What follows belongs to an exercise in optimizing a design on an open flow for small area, a short achievable clock period and few clock cycles per item; a production flow would make more cautious choices.
In this exercise RTL edits were held to simulation tests only and were not proved equivalent to the original.
Power and IR drop assume default switching activity.

Design binary_erosion_cross_top, start of the top module:
module binary_erosion_cross_top #(
    parameter int MAX_ROWS = 4096
) (
    input  logic               aclk,
    input  logic               aresetn,
    input  logic               cfg_wr_en,
    input  logic [bec_pkg::CFG_AW-1:0]  cfg_addr,
    input  logic [bec_pkg::RCNT_W-1:0]  cfg_wdata,
    input  logic               s_tvalid,
    output logic               s_tready,
    input  logic [bec_pkg::ROW_W-1:0]   s_tdata,    
    output logic               m_tvalid,
    input  logic               m_tready,
    output logic [bec_pkg::MDATA_W-1:0] m_tdata,    
    output logic               m_tlast     
);
    localparam int ROW_W = bec_pkg::ROW_W;
    localparam int IDX_W = bec_pkg::IDX_W;
    logic [IDX_W-1:0] hm2_reg;       
    logic [5:0]       wm1_reg;       
    logic [ROW_W-1:0] cur_reg;
    logic [ROW_W-1:0] part_reg;
    logic [IDX_W-1:0] idx_reg;       
    logic             first_reg;     
    logic             fin_reg;       
    logic [ROW_W-1:0] mask;
    logic [ROW_W-1:0] east;
    logic [ROW_W-1:0] part_next;
    logic             take;
    logic             last_row;
    logic [12:0] cfg_rows;
    logic [6:0]  cfg_cols;
    always_comb begin
        cfg_rows = cfg_wdata;
        cfg_cols = cfg_wdata[6:0];
    end
    always_ff @(posedge aclk) begin
        if (!aresetn) begin
            hm2_reg <= '0;
            wm1_reg <= 6'd63;
        end else if (cfg_wr_en) begin
            if (cfg_addr == 1'b0) begin
                if (cfg_rows < 13'd2)         hm2_reg <= '0;
                else if (cfg_rows > 13'd4096) hm2_reg <= 12'd4094;
                else                          hm2_reg <= 12'(cfg_rows - 13'd2);
            end else begin
                if (cfg_cols < 7'd2)          wm1_reg <= 6'd1;
                else if (cfg_cols > 7'd64)    wm1_reg <= 6'd63;
                else                          wm1_reg <= 6'(cfg_cols - 7'd1);
            end
        end
    end
    always_comb begin
        for (int j = 0; j < ROW_W; j++) begin
            mask[j] = (6'(j) <= wm1_reg);
        end
        east = ({1'b0, s_tdata[ROW_W-1:1]}) | ~({1'b0, mask[ROW_W-1:1]});
        part_next = mask & s_tdata & {s_tdata[ROW_W-2:0], 1'b1} & east
  ...
Size: ~700 cells after synthesis, about 160 flip-flops.
clock: 5.5 ns
lec_check: 0
cap_margin: 20
core_margin: 2
core_utilization: 40
cts_buf_list: sky130_fd_sc_hd__clkbuf_4 sky130_fd_sc_hd__clkbuf_8
cts_cluster_size: 20
setup_slack_margin: 3
slew_margin: 20
run.sh (not shown) runs the stock make flow with config.mk's settings and CLKGATE_MAP_FILE= SYNTH_SCRIPT=/design/flow/synth_recipe.tcl, a recipe that flattens the netlist after the stock synthesis.
Testbench counts at the start, summed over its fixed seeds: cycles 7,854, results 7,566.
Then changed:
==> flow/flow/run.sh (new file) <==
#!/bin/bash
# Standard layout, with the port buffers inserted as buf_2 cells instead of the default choice.
set -euo pipefail
export BUFFER_PORTS_ARGS="-buffer_cell sky130_fd_sc_hd__buf_2"
bash standard.sh finish > orfs_flow.log 2>&1
==> flow/standard.sh (new file) <==
#!/bin/bash
# synth_recipe.tcl (not shown) runs the flow's synth.tcl, then flattens the netlist and writes it again
# the make line also repeats each setting of config.mk as NAME=value (left out here)
make -C /OpenROAD-flow-scripts/flow DESIGN_CONFIG=/design/flow/config.mk WORK_HOME=/design/flow/orfs CLKGATE_MAP_FILE= SYNTH_SCRIPT=/design/flow/synth_recipe.tcl "${@:-finish}"
CTS_BUF_LIST = sky130_fd_sc_hd__clkbuf_8   (was sky130_fd_sc_hd__clkbuf_4 sky130_fd_sc_hd__clkbuf_8)
CTS_CLUSTER_SIZE = 40   (was 20)
removed: flow/run.sh
Wire length goes down by 0.82%.
Combinational power goes down by 5.2%.
Hold slack gets worse by 0.0040 ns.
First-iteration DRC count drops by 4.9%.
Sequential power barely changes.
Sequential share of layout area climbs by 1.2 points.
Power fell by 3.3%.
Cell area goes down by 2.8%.
Then changed:
==> flow/run.sh (new file) <==
#!/bin/bash
# synth_recipe.tcl (not shown) runs the flow's synth.tcl, then flattens the netlist and writes it again
# the make line also repeats each setting of config.mk as NAME=value (left out here)
make -C /OpenROAD-flow-scripts/flow DESIGN_CONFIG=/design/flow/config.mk WORK_HOME=/design/flow/orfs CLKGATE_MAP_FILE= SYNTH_SCRIPT=/design/flow/synth_recipe.tcl finish
CTS_BUF_LIST = unset   (was sky130_fd_sc_hd__clkbuf_8)
CTS_CLUSTER_SIZE = unset   (was 40)
SETUP_SLACK_MARGIN = 2   (was 3)
removed: flow/flow/run.sh
removed: flow/standard.sh
Outcome: Total power goes up by 11%; setup slack got worse by 0.84 ns; utilization went down by 1.9 points; worst hold slack got worse by 0.013 ns; via count fell by 5.9%; non-clock buffer count falls by 84; area after synthesis is unchanged; critical path depth is unchanged; die area stays the same.
Then changed:
==> flow/flow/run.sh (new file) <==
#!/bin/bash
# Standard layout, with the port buffers inserted as buf_2 cells instead of the default choice.
set -euo pipefail
export BUFFER_PORTS_ARGS="-buffer_cell sky130_fd_sc_hd__buf_2"
bash standard.sh finish > orfs_flow.log 2>&1
==> flow/standard.sh (new file) <==
#!/bin/bash
# synth_recipe.tcl (not shown) runs the flow's synth.tcl, then flattens the netlist and writes it again
# the make line also repeats each setting of config.mk as NAME=value (left out here)
make -C /OpenROAD-flow-scripts/flow DESIGN_CONFIG=/design/flow/config.mk WORK_HOME=/design/flow/orfs CLKGATE_MAP_FILE= SYNTH_SCRIPT=/design/flow/synth_recipe.tcl "${@:-finish}"
CTS_BUF_LIST = sky130_fd_sc_hd__clkbuf_8   (was unset)
SETUP_SLACK_MARGIN = 2.9   (was 2)
removed: flow/run.sh
The new run finished clean.
Cell area rises by 0.91%.
Global-route usage went up by 0.35 points.
Worst hold slack is better by 0.011 ns.
Flip-flop and latch count does not change.
Non-clock buffer count came out higher by 59.
Worst setup slack is better by 0.85 ns.
Wire length climbs by 6.8%.
Sequential share of layout area fell by 0.41 points.
Count of clock-buffer cells in the layout fell by 2.
Area after synthesis stays the same.
Clock power drops by 30%.
Then changed:
==> flow/run.sh (new file) <==
#!/bin/bash
# synth_recipe.tcl (not shown) runs the flow's synth.tcl, then flattens the netlist and writes it again
# the make line also repeats each setting of config.mk as NAME=value (left out here)
make -C /OpenROAD-flow-scripts/flow DESIGN_CONFIG=/design/flow/config.mk WORK_HOME=/design/flow/orfs CLKGATE_MAP_FILE= SYNTH_SCRIPT=/design/flow/synth_recipe.tcl finish
CTS_BUF_LIST = unset   (was sky130_fd_sc_hd__clkbuf_8)
SETUP_SLACK_MARGIN = unset   (was 2.9)
removed: flow/flow/run.sh
removed: flow/standard.sh
Power went up by about 10%.
Critical path depth does not change.
Clock-buffer cell count went up by 1.
Hold slack barely changes.
Design area went down by 1.6%.
Die area is unchanged.
Final cell count went down by about 5%.
Sequential share of layout area went up by 0.71 points.
Wire length went down by about 7%.
Global-route usage went down by 0.57 points.
Then changed:
==> flow/flow/run.sh (new file) <==
#!/bin/bash
# Standard layout, with the port buffers inserted as buf_2 cells instead of the default choice.
set -euo pipefail
export BUFFER_PORTS_ARGS="-buffer_cell sky130_fd_sc_hd__buf_2"
bash standard.sh finish > orfs_flow.log 2>&1
==> flow/standard.sh (new file) <==
#!/bin/bash
# synth_recipe.tcl (not shown) runs the flow's synth.tcl, then flattens the netlist and writes it again
# the make line also repeats each setting of config.mk as NAME=value (left out here)
make -C /OpenROAD-flow-scripts/flow DESIGN_CONFIG=/design/flow/config.mk WORK_HOME=/design/flow/orfs CLKGATE_MAP_FILE= SYNTH_SCRIPT=/design/flow/synth_recipe.tcl "${@:-finish}"
CTS_BUF_LIST = sky130_fd_sc_hd__clkbuf_8   (was unset)
SETUP_SLACK_MARGIN = 2.75   (was unset)
removed: flow/run.sh
Result:
- The changed run went through all stages and came out clean
- non-clock buffer count went up by 2
- global-route usage falls by 0.28 points
- worst setup slack gets better by 0.87 ns
- cell count came out higher slightly
- register-to-register slack improved by 0.87 ns


## JK
binary_erosion_cross_top again, from the RTL that the note above started with.
clock: 5.5 ns
lec_check: 0
abc_area: 1
cap_margin: 20
core_margin: 2
core_utilization: 40
setup_slack_margin: 3
slew_margin: 20
Stock flow here: none of the scripts above is used.
JK: full flow OK, the timing, design-rule and antenna checks passed
Testbench counts of JK, summed over its fixed seeds: cycles 7,854, results 7,566.
### JK -> MS
# JK
export LEC_CHECK = 0
export ABC_AREA = 1
export CAP_MARGIN = 20
export CORE_MARGIN = 2
export CORE_UTILIZATION = 40
export SETUP_SLACK_MARGIN = 3
export SLEW_MARGIN = 20
create_clock -name core_clock -period 5.5 [get_ports {aclk}]
# MS
export LEC_CHECK = 0
export CAP_MARGIN = 20
export CORE_MARGIN = 2
export CORE_UTILIZATION = 40
export CTS_BUF_LIST = sky130_fd_sc_hd__clkbuf_8
export SETUP_SLACK_MARGIN = 3
export SLEW_MARGIN = 20
create_clock -name core_clock -period 5.5 [get_ports {aclk}]
==> flow/flow/run.sh (new file) <==
#!/bin/bash
# Standard layout, with the port buffers inserted as buf_2 cells instead of the default choice.
set -euo pipefail
export BUFFER_PORTS_ARGS="-buffer_cell sky130_fd_sc_hd__buf_2"
bash standard.sh finish > orfs_flow.log 2>&1
==> flow/standard.sh (new file) <==
#!/bin/bash
# synth_recipe.tcl (not shown) runs the flow's synth.tcl, then flattens the netlist and writes it again
# the make line also repeats each setting of config.mk as NAME=value (left out here)
make -C /OpenROAD-flow-scripts/flow DESIGN_CONFIG=/design/flow/config.mk WORK_HOME=/design/flow/orfs CLKGATE_MAP_FILE= SYNTH_SCRIPT=/design/flow/synth_recipe.tcl "${@:-finish}"
removed: flow/run.sh
Findings:
Non-clock buffer count went down by a few percent going from JK to MS. Looking at origin of the worst setup path, the s_tdata[10] result is from MS; the s_tdata[12] one comes from JK. What MS reported for wire length reported by the detailed router has to be multiplied by 0.946 to get the figure for JK. Compared with JK, MS shows fmax that has gone down slightly. Count of vias placed by the detailed router ended up 146 lower on MS than on JK. m_tdata[10] as the critical path capture point was reported by MS, and m_tdata[12] by JK. Relative to JK, the core occupancy in the finished layout of MS is lower by 2.7 points. MS improves on JK in post-route standard cell area excluding fillers. Worst hold slack delta for MS relative to JK: 3.0 ps higher.
#### Input delta (AL over MS)
==> flow/run.sh (new file) <==
#!/bin/bash
# synth_recipe.tcl (not shown) runs the flow's synth.tcl, then flattens the netlist and writes it again
# the make line also repeats each setting of config.mk as NAME=value (left out here)
make -C /OpenROAD-flow-scripts/flow DESIGN_CONFIG=/design/flow/config.mk WORK_HOME=/design/flow/orfs CLKGATE_MAP_FILE= SYNTH_SCRIPT=/design/flow/synth_recipe.tcl finish
removed: flow/flow/run.sh
removed: flow/standard.sh
Findings:
Across AL and MS, none had a timing, DRC or antenna violation.
The total routed wire length on the met1 layer of MS and that of AL are within noise of each other.
Between AL and MS, it is AL whose final area is higher, by 310 sq um.
The lower final worst-path setup slack came out of MS.
Worst hold slack was higher in AL than in MS.
Launch point of the worst path: s_tdata[11] -> AL, s_tdata[10] -> MS
From MS to AL the numbers moved as follows: clock network power share increased by 1.6 points relative to the old numbers, met3 routed wirelength increased by 330 um relative to the old numbers, non-filler instance count after layout increased by 16 relative to the old numbers.


## try-garnet
binary_erosion_cross_top, a different RTL version from the one above (not shown whole).
For scale: roughly 700 cells after synthesis, roughly 160 flip-flops, about 7800 um^2 of cells after synthesis.
clock: 5.5 ns
lec_check: 0
cap_margin: 20
core_margin: 2
core_utilization: 55
cts_buf_list: sky130_fd_sc_hd__clkbuf_8
place_density: 0.7
setup_slack_margin: 2.85
slew_margin: 20
standard.sh (not shown) runs the stock make flow with config.mk's settings and CLKGATE_MAP_FILE= SYNTH_SCRIPT=/design/flow/synth_recipe.tcl, a recipe that flattens the netlist after the stock synthesis.
==> flow/flow/run.sh <==
#!/bin/bash
# Standard layout, with the port buffers inserted as buf_2 cells instead of the default
# choice, and clock tree synthesis without dummy loads and with larger sink clusters.
set -euo pipefail
export BUFFER_PORTS_ARGS="-buffer_cell sky130_fd_sc_hd__buf_2"
export CTS_ARGS="-sink_clustering_enable -repair_clock_nets -buf_list sky130_fd_sc_hd__clkbuf_8 -dont_use_dummy_load -sink_clustering_size 30 -sink_clustering_max_diameter 150"
bash standard.sh finish > orfs_flow.log 2>&1
Testbench counts of try-garnet, summed over its fixed seeds: cycles 7,854, results 7,566.
Changes in try-zinc relative to try-garnet:
Settings: PLACE_DENSITY removed (was 0.7); CORE_UTILIZATION changed from 55 to 40.
==> flow/flow/run.sh <==
#!/bin/bash
# Standard layout, with the port buffers inserted as buf_2 cells instead of the default
# choice, clock tree synthesis without dummy loads and with larger sink clusters, and
# timing repair trying to split loads before sizing gates up.
set -euo pipefail
export BUFFER_PORTS_ARGS="-buffer_cell sky130_fd_sc_hd__buf_2"
export SETUP_MOVE_SEQUENCE="unbuffer,split,sizeup,swap,buffer,clone"
export CTS_ARGS="-sink_clustering_enable -repair_clock_nets -buf_list sky130_fd_sc_hd__clkbuf_8 -dont_use_dummy_load -sink_clustering_size 30 -sink_clustering_max_diameter 150"
bash standard.sh finish > orfs_flow.log 2>&1
## What came out
m_tdata[37] as the worst setup path endpoint was reported by try-zinc, and m_tdata[42] by try-garnet.
Comparing try-garnet with try-zinc, the buffer levels on the longest clock path came out essentially unchanged.
| routed length on met1 | lower: try-garnet |
[compare] base=try-garnet new=try-zinc: worst hold slack shows an increase of 0.0092 ns; reported net switching power shows an increase of about 2.1%.
Setup changes, try-zinc to try-fjord
Settings: PLACE_DENSITY: unset -> 0.75.
==> flow/flow/run.sh <==
#!/bin/bash
# Standard layout, with the port buffers inserted as buf_2 cells instead of the default choice.
set -euo pipefail
export BUFFER_PORTS_ARGS="-buffer_cell sky130_fd_sc_hd__buf_2"
bash standard.sh finish > orfs_flow.log 2>&1
==> comparison <==
- Both conditions hold for try-fjord: the flow ran to the end and the final layout passed the timing, design-rule and antenna checks.
- Compared with try-zinc, try-fjord shows number of buffers other than clock buffers in the final layout that has gone up slightly.
- Compare try-zinc and try-fjord | power in combinational cells lower: try-zinc
- Changes observed in try-fjord relative to try-zinc: share of cells above drive strength 1 now sits higher, final layout net count now sits at about the same level, highest clock frequency the design can meet now sits at about the same level.
- Against try-zinc as the reference, try-fjord delivers a lower maximum number of pins on one net before global-route repair.
- Diff try-zinc..try-fjord | distinct cell type count after synthesis | unchanged
- Max detailed-route via count across try-zinc and try-fjord: try-fjord
- Per the comparison of try-fjord with try-zinc, clock tree buffer count of the final layout saw an increase; core utilization went up by 0.90 points.
The following lists how try-raven was set up differently from try-fjord:
Settings: a deleted PLACE_DENSITY that had been 0.75; an added CTS_CLUSTER_SIZE of 30; an added CTS_CLUSTER_DIAMETER of 80.
==> summary.txt <==
try-raven — global-route usage 0.46 points higher, try-fjord as reference
Against try-fjord, try-raven comes in 19% lower on first-iteration DRC count.
Comparing the two runs side by side, try-raven comes out behind try-fjord on internal power.
The lower register-to-register slack of try-fjord and try-raven is in try-fjord.
Launch point of the worst path: s_tdata[57] -> try-fjord, s_tdata[37] -> try-raven
Post-layout utilization of the core delta (try-fjord -> try-raven): insignificant
Min clock power across try-fjord and try-raven: try-fjord
Count of clock-net buffers in the final layout down 1 in try-raven wrt try-fjord


oak:
binary_erosion_cross_top again, from the RTL that the note above started with.
==> flow/config.mk <==
export PLATFORM = sky130hd
export DESIGN_NAME = binary_erosion_cross_top
export DESIGN_NICKNAME = binary_erosion_cross_top
export VERILOG_FILES = /design/flow/design.v
export SDC_FILE = /design/flow/constraint.sdc
export NUM_CORES = 4
export LEC_CHECK = 0
export CAP_MARGIN = 20
export CORE_MARGIN = 2
export CORE_UTILIZATION = 40
export CTS_BUF_LIST = sky130_fd_sc_hd__clkbuf_8
export SETUP_SLACK_MARGIN = 2.85
export SLEW_MARGIN = 20
==> flow/constraint.sdc <==
create_clock -name core_clock -period 5.5 [get_ports {aclk}]
set_input_delay 1.1000 -clock core_clock [delete_from_list [all_inputs] [get_ports {aclk}]]
set_output_delay 1.1000 -clock core_clock [all_outputs]
set_load 0.01 [all_outputs]
==> flow/flow/run.sh <==
#!/bin/bash
# Standard layout, with the port buffers inserted as buf_2 cells instead of the default
# choice, and clock tree synthesis without dummy loads and with larger sink clusters.
set -euo pipefail
export BUFFER_PORTS_ARGS="-buffer_cell sky130_fd_sc_hd__buf_2"
export CTS_ARGS="-sink_clustering_enable -repair_clock_nets -buf_list sky130_fd_sc_hd__clkbuf_8 -dont_use_dummy_load -sink_clustering_size 30 -sink_clustering_max_diameter 150"
bash standard.sh finish > orfs_flow.log 2>&1
oak: no failed stages, no open violations at the end
Testbench counts of oak, summed over its fixed seeds: cycles 7,854, results 7,566.
The inputs of pine differ from those of oak as listed below.
- GPL_TIMING_DRIVEN: unset -> 0
Notes after the runs:
pine: full flow OK, the timing, design-rule and antenna checks passed. From oak to pine the numbers moved as follows: worst setup margin went down; amount of wire on met2 after detailed routing up about 10%; post-route met1 wirelength increased about 1.5%; worst hold slack has decreased. Overall track demand over capacity in global routing: pine vs oak up 1.8 points.
The following lists how birch was set up differently from pine:
- clearing GPL_TIMING_DRIVEN, which used to be 0
==> flow/flow/run.sh <==
#!/bin/bash
# Standard layout, with the port buffers inserted as buf_2 cells instead of the default choice.
set -euo pipefail
export BUFFER_PORTS_ARGS="-buffer_cell sky130_fd_sc_hd__buf_2"
bash standard.sh finish > orfs_flow.log 2>&1
## What came out
Re number of enable-type register cells in the synthesized netlist: no difference whatsoever between pine and birch. Of birch and pine, pine shows the higher count of non-filler cells in the finished layout, with birch below it. Worst setup slack on birch is ahead of pine. On portion of total power attributed to combinational logic: between birch and pine, it ends up higher for pine. Relative to pine, birch improves detailed-route wire length. From pine to birch, fraction of the mapped netlist area in simple logic gates did not move at all. Diff pine -> birch | clock share of power | increase of 7.5 points. Diff pine..birch | area of the mapped netlist | unchanged. Non-clock buffer count: birch vs pine down about 16%. Lower final clock period utilization by the worst path goes to birch over pine. Hold slack | birch above pine.

-- separate check: timing with driven ports --
The flow's constraints put no driver on any port. The routed layouts listed below were extracted and timed again, unchanged, in two steps. Step 1, drivers: a clkbuf_16 drives aclk and a buf_2 each remaining input, both assumed. Step 2 also shifts input and output timing later by t, the mid clock arrival at the registers, as if the neighbouring blocks saw the same clock. Slacks: ideal ports / drivers / drivers and shift; pairs: ideal ports / drivers.
run | t, ns | slack for setup (ns) | worst setup path after step 2 | cell pins on the clock port's net
the first run of note 1 | 0.502 | 2.872 / 2.830 / 2.542 | input to register | 1
the second run of note 1 | 0.491 | 2.865 / 2.808 / 2.579 | input to register | 1
the third run of note 1 | 0.465 | 2.021 / 1.994 / 1.921 | input to register | 1
the fourth run of note 1 | 0.493 | 2.868 / 2.809 / 2.572 | input to register | 1
the fifth run of note 1 | 0.458 | 1.928 / 1.903 / 1.903 | input to output | 1
the sixth run of note 1 | 0.489 | 2.799 / 2.751 / 2.410 | input to register | 1
JK | 0.467 | 2.890 / 2.833 / 2.627 | input to register | 1
MS | 0.491 | 2.865 / 2.808 / 2.579 | input to register | 1
AL | 0.502 | 2.872 / 2.830 / 2.542 | input to register | 1
try-garnet | 0.473 | 2.857 / 2.800 / 2.570 | input to register | 1
try-zinc | 0.486 | 2.856 / 2.811 / 2.550 | input to register | 1
try-fjord | 0.504 | 2.850 / 2.806 / 2.490 | input to register | 1
try-raven | 0.501 | 2.859 / 2.817 / 2.574 | input to register | 1
oak | 0.484 | 2.860 / 2.818 / 2.554 | input to register | 1
pine | 0.486 | 2.842 / 2.803 / 2.600 | input to register | 1
birch | 0.501 | 2.859 / 2.817 / 2.574 | input to register | 1
After both steps setup and hold are still met in every run listed. For the sixth run of note 1, which loses most, drivers alone change the setup slack by -0.048 ns; drivers and shift together by -0.389 ns.
